What follows belongs to an exercise in optimizing a design on an open flow for small area, a short achievable clock period and few clock cycles per item; a production flow would make more cautious choices.
Only simulation tests tie the RTL to the original design; equivalence was not proved.
Power is estimated from default activity; no workload was simulated.

== run A ==
// ln_top
module ln_top (
    input  logic                  core_clk,
    input  logic                  rst_n,
    input  logic                  ln_start,       
    input  ln_pkg::ln_cfg_t       cfg,            
    input  logic [(4 * 4 * 8)-1:0] lbuf_rdata,
    input  logic [(4 * 4 * 8)-1:0] cache_rdata,
    output logic                  ln_end,
    output ln_pkg::ln_lbuf_req_t  lbuf_req,
    output logic [(4 * 4 * 8)-1:0] lbuf_wdata,
    output ln_pkg::ln_cache_req_t cache_req,
    output logic [(4 * 4 * 8)-1:0] cache_wdata
);
For scale: roughly 690 I/O pins, ~61000 um^2 of cells after synthesis.
clock: 9.0 ns
lec_check: 0
cap_margin: 20
core_margin: 2
core_utilization: 45
cts_cluster_diameter: 60
cts_cluster_size: 20
place_density: 0.6
slew_margin: 20
standard.sh (not shown) runs the stock make flow with config.mk's settings and CLKGATE_MAP_FILE= SYNTH_SCRIPT=/design/flow/synth_recipe.tcl, a recipe that flattens the netlist after the stock synthesis.
==> flow/flow/run.sh <==
#!/bin/bash
set -euo pipefail
export BUFFER_PORTS_ARGS="-buffer_cell sky130_fd_sc_hd__buf_2"
export SETUP_SLACK_MARGIN=5.8
bash standard.sh > flow_make.log 2>&1
Testbench counts of run A, summed over its fixed seeds: cycles 69,324, items 40,736.
The following lists how run B was set up differently from run A:
==> flow/run.sh (new file) <==
#!/bin/bash
# synth_recipe.tcl (not shown) runs the flow's synth.tcl, then flattens the netlist and writes it again
# the make line also repeats each setting of config.mk as NAME=value (left out here)
make -C /OpenROAD-flow-scripts/flow DESIGN_CONFIG=/design/flow/config.mk WORK_HOME=/design/flow/orfs CLKGATE_MAP_FILE= SYNTH_SCRIPT=/design/flow/synth_recipe.tcl finish
-- flow/config.mk --
<<< run A, line 12
export CTS_CLUSTER_SIZE = 20
export PLACE_DENSITY = 0.6
export SLEW_MARGIN = 20
>>> run B, line 12
export CTS_CLUSTER_SIZE = 20
export PLACE_DENSITY = 0.6
export SETUP_SLACK_MARGIN = 5
export SLEW_MARGIN = 20
removed: flow/flow/run.sh
removed: flow/standard.sh
--- outcome ---
In the metrics for run A and run B, the one carrying the lower number of setup buffers added after CTS is run B.
Fraction of power consumed by the clock network is higher on run B
When run B is set beside run A, its global-route usage turns out to be 0.70 points smaller.
Going from run A to run B, the count of routing violations after the opening detailed-route iteration was found to have gone down by about 6%.
Run comparison: run A end point of the critical path mean[15][3]$_DFFE_PP_; run B end point of the critical path cache_wdata[44]
Run B vs. run A: total power went down by 0.0036 W.
Taking run B as 1.0, run A lands at 1.06 on count of vias placed by the detailed router.
Between run A and run B, non-clock buffer count in the final layout is higher for run A, run B comes in under that.
For the required time at the worst-slack endpoint, run B came in 2.28 ns lower than run A did.
In the reports for run A and run B, the larger sequential standard cell area belongs to run A.
Between run A and run B, the difference in clock latency of the later-clocked register in the worst-skew pair is negligible.
Run B against run A; final area is down by a little under 10%.
diff inputs: run B => run C
==> flow/flow/run.sh (new file) <==
#!/bin/bash
set -euo pipefail
export BUFFER_PORTS_ARGS="-buffer_cell sky130_fd_sc_hd__buf_2"
export SETUP_SLACK_MARGIN=5.3
bash standard.sh > flow_make.log 2>&1
==> flow/standard.sh (new file) <==
#!/bin/bash
# synth_recipe.tcl (not shown) runs the flow's synth.tcl, then flattens the netlist and writes it again
# the make line also repeats each setting of config.mk as NAME=value (left out here)
make -C /OpenROAD-flow-scripts/flow DESIGN_CONFIG=/design/flow/config.mk WORK_HOME=/design/flow/orfs CLKGATE_MAP_FILE= SYNTH_SCRIPT=/design/flow/synth_recipe.tcl "${@:-finish}"
-- flow/config.mk --
<<< run B, line 9
export CORE_MARGIN = 2
export CORE_UTILIZATION = 45
export CTS_CLUSTER_DIAMETER = 60
export CTS_CLUSTER_SIZE = 20
export PLACE_DENSITY = 0.6
export SETUP_SLACK_MARGIN = 5
export SLEW_MARGIN = 20
>>> run C, line 9
export CORE_MARGIN = 2
export CORE_UTILIZATION = 45
export CTS_BUF_LIST = sky130_fd_sc_hd__clkbuf_8
export CTS_CLUSTER_DIAMETER = 50
export CTS_CLUSTER_SIZE = 12
export PLACE_DENSITY = 0.6
export SLEW_MARGIN = 20
removed: flow/run.sh
==> notes.md <==
Run C closes out successfully: all stages finished, all timing, DRC and antenna checks passed.
Compared with run B, run C shows a overall power of the completed layout that is 1.7% higher.
Sort run C and run B by final critical path time including I/O delays and setup desc -> top: run B
Re number of clock-tree buffers in the layout: run B was lower than run C.
Changes observed in run C relative to run B: clock buffer count from CTS went up by 27; setup fix buffers added after clock tree synthesis went up by 57.
Run C vs run B on global-route usage: run C is the lower one.
Diff run C and run B: worst hold margin lower in run C
Slowest cell on the critical path = sky130_fd_sc_hd__or4_4: run C; slowest cell on the critical path = sky130_fd_sc_hd__clkdlybuf4s50_1: run B
Higher wire length of the first global-routing pass was reported by run B, not run C.
What run D does differently from run C at the input level:
==> flow/flow/run.sh <==
#!/bin/bash
set -euo pipefail
export BUFFER_PORTS_ARGS="-buffer_cell sky130_fd_sc_hd__buf_2"
export SETUP_SLACK_MARGIN=5.0
bash standard.sh > flow_make.log 2>&1
-- flow/config.mk --
<<< run C, line 9
export CORE_MARGIN = 2
export CORE_UTILIZATION = 45
export CTS_BUF_LIST = sky130_fd_sc_hd__clkbuf_8
export CTS_CLUSTER_DIAMETER = 50
export CTS_CLUSTER_SIZE = 12
export PLACE_DENSITY = 0.6
export SLEW_MARGIN = 20
>>> run D, line 9
export CORE_MARGIN = 2
export CORE_UTILIZATION = 45
export CTS_CLUSTER_DIAMETER = 60
export CTS_CLUSTER_SIZE = 20
export PLACE_DENSITY = 0.6
export SLEW_MARGIN = 20
Notes after the runs:
Against run C, run D comes in 5.4 points higher on clock share of power. Run D ended with less switching part of the total power than run C. Run C → run D: diode insertion count for antenna repair went down by 2, combinational share of power went down by 6.1 points, depth of the critical timing path with buffers and inverters included went up by 4, overall power after layout went down by 3.3%. Against run C, design area in run D fell by a few percent. In the reports for run D and run C, the smaller post-layout minimum cycle time belongs to run C.
## Diff of input files: run E against run D
==> flow/flow/run.sh <==
#!/bin/bash
set -euo pipefail
export BUFFER_PORTS_ARGS="-buffer_cell sky130_fd_sc_hd__buf_2"
export SETUP_SLACK_MARGIN=5.3
bash standard.sh > flow_make.log 2>&1
==> flow/config.mk <==
export PLATFORM = sky130hd
export DESIGN_NAME = ln_top
export DESIGN_NICKNAME = ln_top
export VERILOG_FILES = /design/flow/design.v
export SDC_FILE = /design/flow/constraint.sdc
export NUM_CORES = 4
export LEC_CHECK = 0
export ABC_AREA = 1
export CAP_MARGIN = 20
export CORE_MARGIN = 2
export CORE_UTILIZATION = 45
export CTS_BUF_LIST = sky130_fd_sc_hd__clkbuf_8
export CTS_CLUSTER_DIAMETER = 50
export CTS_CLUSTER_SIZE = 12
export PLACE_DENSITY = 0.6
export SLEW_MARGIN = 20
Findings:
Between run D and run E, the flow reports multi-input logic area increasing slightly. Between run D and run E, the cell count went up. Note that the summed area of non-filler cells in the final layout recorded for run E amounts to 1.08 times the value seen in run D. Compared with run D, run E shows a floorplan die height that is about 1.5% higher. For run D, the worst setup path startpoint was lbuf_rdata[16], unlike run E, where it was lbuf_rdata[3]. Diff run D and run E: register share of total power lower in run E. First-pass GRT wire length, run D and run E, lower one = run D. Most common cell after layout, fill and taps aside: sky130_fd_sc_hd__buf_2 -> run D, sky130_fd_sc_hd__nand2_1 -> run E. Summary of run E over run D: met2 track demand over resource in global routing now larger, required time at the worst-slack endpoint rose 0.15 ns.

## main
Starting RTL as in the previous note.
Design ln_top, start of the top module:
module ln_top (
    input  logic                  core_clk,
    input  logic                  rst_n,
    input  logic                  ln_start,       
    input  ln_pkg::ln_cfg_t       cfg,            
    input  logic [(4 * 4 * 8)-1:0] lbuf_rdata,
    input  logic [(4 * 4 * 8)-1:0] cache_rdata,
    output logic                  ln_end,
    output ln_pkg::ln_lbuf_req_t  lbuf_req,
    output logic [(4 * 4 * 8)-1:0] lbuf_wdata,
    output ln_pkg::ln_cache_req_t cache_req,
    output logic [(4 * 4 * 8)-1:0] cache_wdata
);
export LEC_CHECK = 0
export CAP_MARGIN = 20
export CORE_MARGIN = 2
export CORE_UTILIZATION = 45
export CTS_BUF_LIST = sky130_fd_sc_hd__clkbuf_8
export CTS_CLUSTER_DIAMETER = 50
export CTS_CLUSTER_SIZE = 12
export PLACE_DENSITY = 0.6
export SLEW_MARGIN = 20
create_clock -name core_clock -period 9.0 [get_ports {core_clk}]
==> flow/flow/run.sh <==
#!/bin/bash
set -euo pipefail
export BUFFER_PORTS_ARGS="-buffer_cell sky130_fd_sc_hd__buf_2"
export SETUP_SLACK_MARGIN=5.0
bash standard.sh > flow_make.log 2>&1
main: no failed stages, no open violations at the end
Testbench counts of main, summed over its fixed seeds: cycles 69,324, items 40,736.
Inputs modified between main and the feature branch:
# main
export LEC_CHECK = 0
export CAP_MARGIN = 20
export CORE_MARGIN = 2
export CORE_UTILIZATION = 45
export CTS_BUF_LIST = sky130_fd_sc_hd__clkbuf_8
export CTS_CLUSTER_DIAMETER = 50
export CTS_CLUSTER_SIZE = 12
export PLACE_DENSITY = 0.6
export SLEW_MARGIN = 20
create_clock -name core_clock -period 9.0 [get_ports {core_clk}]
# the feature branch
export LEC_CHECK = 0
export CAP_MARGIN = 20
export CORE_MARGIN = 2
export CORE_UTILIZATION = 45
export CTS_BUF_LIST = sky130_fd_sc_hd__clkbuf_8
export CTS_CLUSTER_DIAMETER = 70
export CTS_CLUSTER_SIZE = 16
export PLACE_DENSITY = 0.6
export SLEW_MARGIN = 20
create_clock -name core_clock -period 9.0 [get_ports {core_clk}]
==> flow/flow/run.sh <==
#!/bin/bash
set -euo pipefail
export BUFFER_PORTS_ARGS="-buffer_cell sky130_fd_sc_hd__buf_2"
export SETUP_SLACK_MARGIN=5.3
# clock tree: same settings as config.mk, without dummy balancing loads
export CTS_ARGS="-sink_clustering_enable -repair_clock_nets -dont_use_dummy_load -buf_list sky130_fd_sc_hd__clkbuf_8 -sink_clustering_size 16 -sink_clustering_max_diameter 70"
bash standard.sh > flow_make.log 2>&1
Notes after the runs:
- When the feature branch is set beside main, its count of clock-net buffers in the final layout turns out to be 59 smaller.
- | clock sink count | the feature branch vs main | ≈ equal |
- [compare] base=main new=the feature branch: via count moved up; final cell count without fillers flat; total net switching power moved up; total power draw increased 1.7%; power density over the cells shrank by 0.34%.
- Side by side, final period utilization turned out lower in the feature branch than in main.
- For main, the highest-delay cell along the critical path was sky130_fd_sc_hd__edfxtp_1, unlike the feature branch, where it was sky130_fd_sc_hd__or4_4.

Starting RTL as in the previous note.
clock: 9.0 ns
lec_check: 0
cap_margin: 20
core_margin: 2
core_utilization: 45
cts_buf_list: sky130_fd_sc_hd__clkbuf_8
cts_cluster_diameter: 50
cts_cluster_size: 12
place_density: 0.6
slew_margin: 20
==> flow/flow/run.sh <==
#!/bin/bash
set -euo pipefail
export BUFFER_PORTS_ARGS="-buffer_cell sky130_fd_sc_hd__buf_1"
export SETUP_SLACK_MARGIN=5.3
bash standard.sh > flow_make.log 2>&1
The starting point completed with no timing, DRC or antenna violations.
Testbench counts at the start, summed over its fixed seeds: cycles 69,324, items 40,736.
Rerun with:
==> flow/flow/run.sh (replaced) <==
#!/bin/bash
set -euo pipefail
export BUFFER_PORTS_ARGS="-buffer_cell sky130_fd_sc_hd__buf_2"
export SETUP_SLACK_MARGIN=5.3
bash standard.sh > flow_make.log 2>&1
Settings changed: TNS_END_PERCENT set to 0.
Outcome: The changed run completed without violations. Setup slack is worse by 0.022 ns. Design area drops by 1.9%. Via count went down by 0.99%. Hold slack improved by 0.0051 ns. Synthesized area stays the same. Non-clock buffer count is lower by 88. Total power went down by 4.0%. Final cell count falls by 0.93%. Global-route usage decreases by 0.31 points. Utilization came out lower by 1.0 points. Die area is unchanged.
Rerun with:
--- a/flow/flow/run.sh
+++ b/flow/flow/run.sh
@@ -4 +4 @@
-export SETUP_SLACK_MARGIN=5.3
+export SETUP_SLACK_MARGIN=5.5
Settings changed: TNS_END_PERCENT 0 to not set.
Synthesized area is unchanged.
Worst setup slack gains 0.062 ns.
Routed wire length came out higher by 3.2%.
Design area came out higher by 7.8%.
Sequential power came out higher by about 2%.
Hold slack gains 0.0090 ns.
Power came out higher by 11%.
Die area is unchanged.

Setup of run 1:
Starting RTL as in the previous note.
==> flow/config.mk <==
export PLATFORM = sky130hd
export DESIGN_NAME = ln_top
export DESIGN_NICKNAME = ln_top
export VERILOG_FILES = /design/flow/design.v
export SDC_FILE = /design/flow/constraint.sdc
export NUM_CORES = 4
export LEC_CHECK = 0
export CAP_MARGIN = 20
export CORE_MARGIN = 2
export CORE_UTILIZATION = 60
export CTS_BUF_LIST = sky130_fd_sc_hd__clkbuf_8
export CTS_CLUSTER_DIAMETER = 50
export CTS_CLUSTER_SIZE = 12
export PLACE_DENSITY = 0.75
export SLEW_MARGIN = 20
==> flow/constraint.sdc <==
create_clock -name core_clock -period 9.0 [get_ports {core_clk}]
set_input_delay 1.8000 -clock core_clock [delete_from_list [all_inputs] [get_ports {core_clk}]]
set_output_delay 1.8000 -clock core_clock [all_outputs]
set_load 0.01 [all_outputs]
==> flow/flow/run.sh <==
#!/bin/bash
set -euo pipefail
export BUFFER_PORTS_ARGS="-buffer_cell sky130_fd_sc_hd__buf_2"
export SETUP_SLACK_MARGIN=5.0
bash standard.sh > flow_make.log 2>&1
Testbench counts of run 1, summed over its fixed seeds: cycles 69,324, items 40,736.
Input-level comparison between run 2 and run 1:
Settings: CORE_UTILIZATION changed from 60 to 45; PLACE_DENSITY changed from 0.75 to 0.6.
--- a/flow/flow/run.sh
+++ b/flow/flow/run.sh
@@ -4 +4,3 @@
-export SETUP_SLACK_MARGIN=5.0
+export SETUP_SLACK_MARGIN=5.3
+# clock tree: same settings as config.mk, without dummy balancing loads
+export CTS_ARGS="-sink_clustering_enable -repair_clock_nets -dont_use_dummy_load -buf_list sky130_fd_sc_hd__clkbuf_8 -sink_clustering_size 12 -sink_clustering_max_diameter 50"
--- outcome ---
Wire: run 2 routes more than run 1
Changes observed in run 2 relative to run 1: post-route cell area increased about 4%, worst-case hold slack fell 0.032 ns.
Taking run 1 as the reference, in run 2 total power draw increased 6.3%, maximum clock skew at final layout now larger, sum of net half-perimeters after detailed placement grew by about 9%.
On design internal power, the lower figure sits with run 1, not run 2.
Min global-route wire length before repair across run 1 and run 2: run 1
Total of clock buffers placed in the layout, run 1 and run 2: higher on run 2

Another version of the RTL of ln_top (not shown whole).
For scale: about 6700 cells after synthesis, about 1100 flip-flops, about 690 I/O pins.
## ln_top
module ln_top (
    input  logic                  core_clk,
    input  logic                  rst_n,
    input  logic                  ln_start,       
    input  ln_pkg::ln_cfg_t       cfg,            
    input  logic [(4 * 4 * 8)-1:0] lbuf_rdata,
    input  logic [(4 * 4 * 8)-1:0] cache_rdata,
    output logic                  ln_end,
    output ln_pkg::ln_lbuf_req_t  lbuf_req,
    output logic [(4 * 4 * 8)-1:0] lbuf_wdata,
    output ln_pkg::ln_cache_req_t cache_req,
    output logic [(4 * 4 * 8)-1:0] cache_wdata
);
Settings: LEC_CHECK=0, CAP_MARGIN=20, CORE_MARGIN=2, CORE_UTILIZATION=45, CTS_BUF_LIST=sky130_fd_sc_hd__clkbuf_8, CTS_CLUSTER_DIAMETER=50, CTS_CLUSTER_SIZE=12, PLACE_DENSITY=0.6, SLEW_MARGIN=20; clock period 9.0 ns.
==> flow/flow/run.sh <==
#!/bin/bash
set -euo pipefail
export BUFFER_PORTS_ARGS="-buffer_cell sky130_fd_sc_hd__buf_2"
export SETUP_SLACK_MARGIN=5.6
# clock tree: same settings as config.mk, without dummy balancing loads
export CTS_ARGS="-sink_clustering_enable -repair_clock_nets -dont_use_dummy_load -buf_list sky130_fd_sc_hd__clkbuf_8 -sink_clustering_size 12 -sink_clustering_max_diameter 50"
bash standard.sh > flow_make.log 2>&1
Testbench counts at the start, summed over its fixed seeds: cycles 69,512, items 40,736.
Edit:
==> flow/flow/run.sh (replaced) <==
#!/bin/bash
set -euo pipefail
export BUFFER_PORTS_ARGS="-buffer_cell sky130_fd_sc_hd__buf_2"
export SETUP_SLACK_MARGIN=5.3
bash standard.sh > flow_make.log 2>&1
What happened: Setup slack improves by 0.16 ns. Synthesized cell count stays the same. Routed wire length decreases by 2.5%. Utilization decreases by 0.51 points. Power decreases by 1.9%. Cell area decreases by 0.95%.

## static timing again, ports no longer ideal
The flow's constraints put no driver on any port. The routed layouts listed below were extracted and timed again, unchanged, in two steps.
Step 1 (the two cells are an assumption about what drives the block):
set clk [get_ports {core_clk}]
set_driving_cell -lib_cell sky130_fd_sc_hd__clkbuf_16 $clk
set_driving_cell -lib_cell sky130_fd_sc_hd__buf_2 [delete_from_list [all_inputs] $clk]
Step 2 moves the port delays by t, midway between the first and last clock arrival at a register: inputs arrive t later, outputs are due t later. That takes back most of the time a late clock gives input paths.
Three values: no drivers, after step 1, after step 2; two values: the first two.
| run | shift t [ns] | setup WS [ns] | hold slack, ns | worst register clock-pin slew, ns | worst slew at a driven data input, ns |
|---|---|---|---|---|---|
| run A | 0.814 | 5.258 / 5.258 / 4.467 | 0.327 / 0.327 / 0.327 | 0.08 / 0.08 | 0.22 |
| run B | 0.809 | 5.028 / 4.945 / 4.316 | 0.320 / 0.320 / 0.320 | 0.09 / 0.09 | 0.24 |
| run C | 0.938 | 5.270 / 5.267 / 4.339 | 0.315 / 0.315 / 0.315 | 0.09 / 0.09 | 0.22 |
| run D | 0.802 | 5.113 / 5.150 / 4.357 | 0.319 / 0.319 / 0.319 | 0.08 / 0.08 | 0.20 |
| run E | 0.977 | 4.577 / 4.630 / 3.653 | 0.331 / 0.331 / 0.331 | 0.09 / 0.09 | 0.21 |
| main | 0.962 | 5.115 / 5.115 / 4.216 | 0.317 / 0.317 / 0.317 | 0.09 / 0.09 | 0.20 |
| the feature branch | 0.868 | 5.219 / 5.215 / 4.347 | 0.329 / 0.329 / 0.329 | 0.11 / 0.11 | 0.23 |
| the first run of note 3 | 0.960 | 5.230 / 5.230 / 4.416 | 0.314 / 0.314 / 0.314 | 0.09 / 0.09 | 0.20 |
| the second run of note 3 | 0.940 | 5.208 / 5.175 / 4.235 | 0.319 / 0.319 / 0.319 | 0.09 / 0.09 | 0.22 |
| the third run of note 3 | 0.978 | 5.270 / 5.270 / 4.398 | 0.328 / 0.328 / 0.328 | 0.09 / 0.09 | 0.21 |
| run 1 | 0.877 | 5.048 / 5.048 / 4.257 | 0.322 / 0.322 / 0.322 | 0.09 / 0.09 | 0.19 |
| run 2 | 0.905 | 5.242 / 5.227 / 4.322 | 0.290 / 0.290 / 0.290 | 0.09 / 0.09 | 0.23 |
| the first run of note 5 | 0.941 | 5.152 / 5.152 / 5.152 | 0.306 / 0.306 / 0.306 | 0.08 / 0.08 | 0.17 |
| the second run of note 5 | 0.958 | 5.315 / 5.315 / 5.315 | 0.295 / 0.295 / 0.295 | 0.09 / 0.09 | 0.12 |
After both steps setup and hold are still met in every run listed. For the second run of note 3, which loses most, drivers alone change the setup slack by -0.033 ns; drivers and shift together by -0.973 ns.
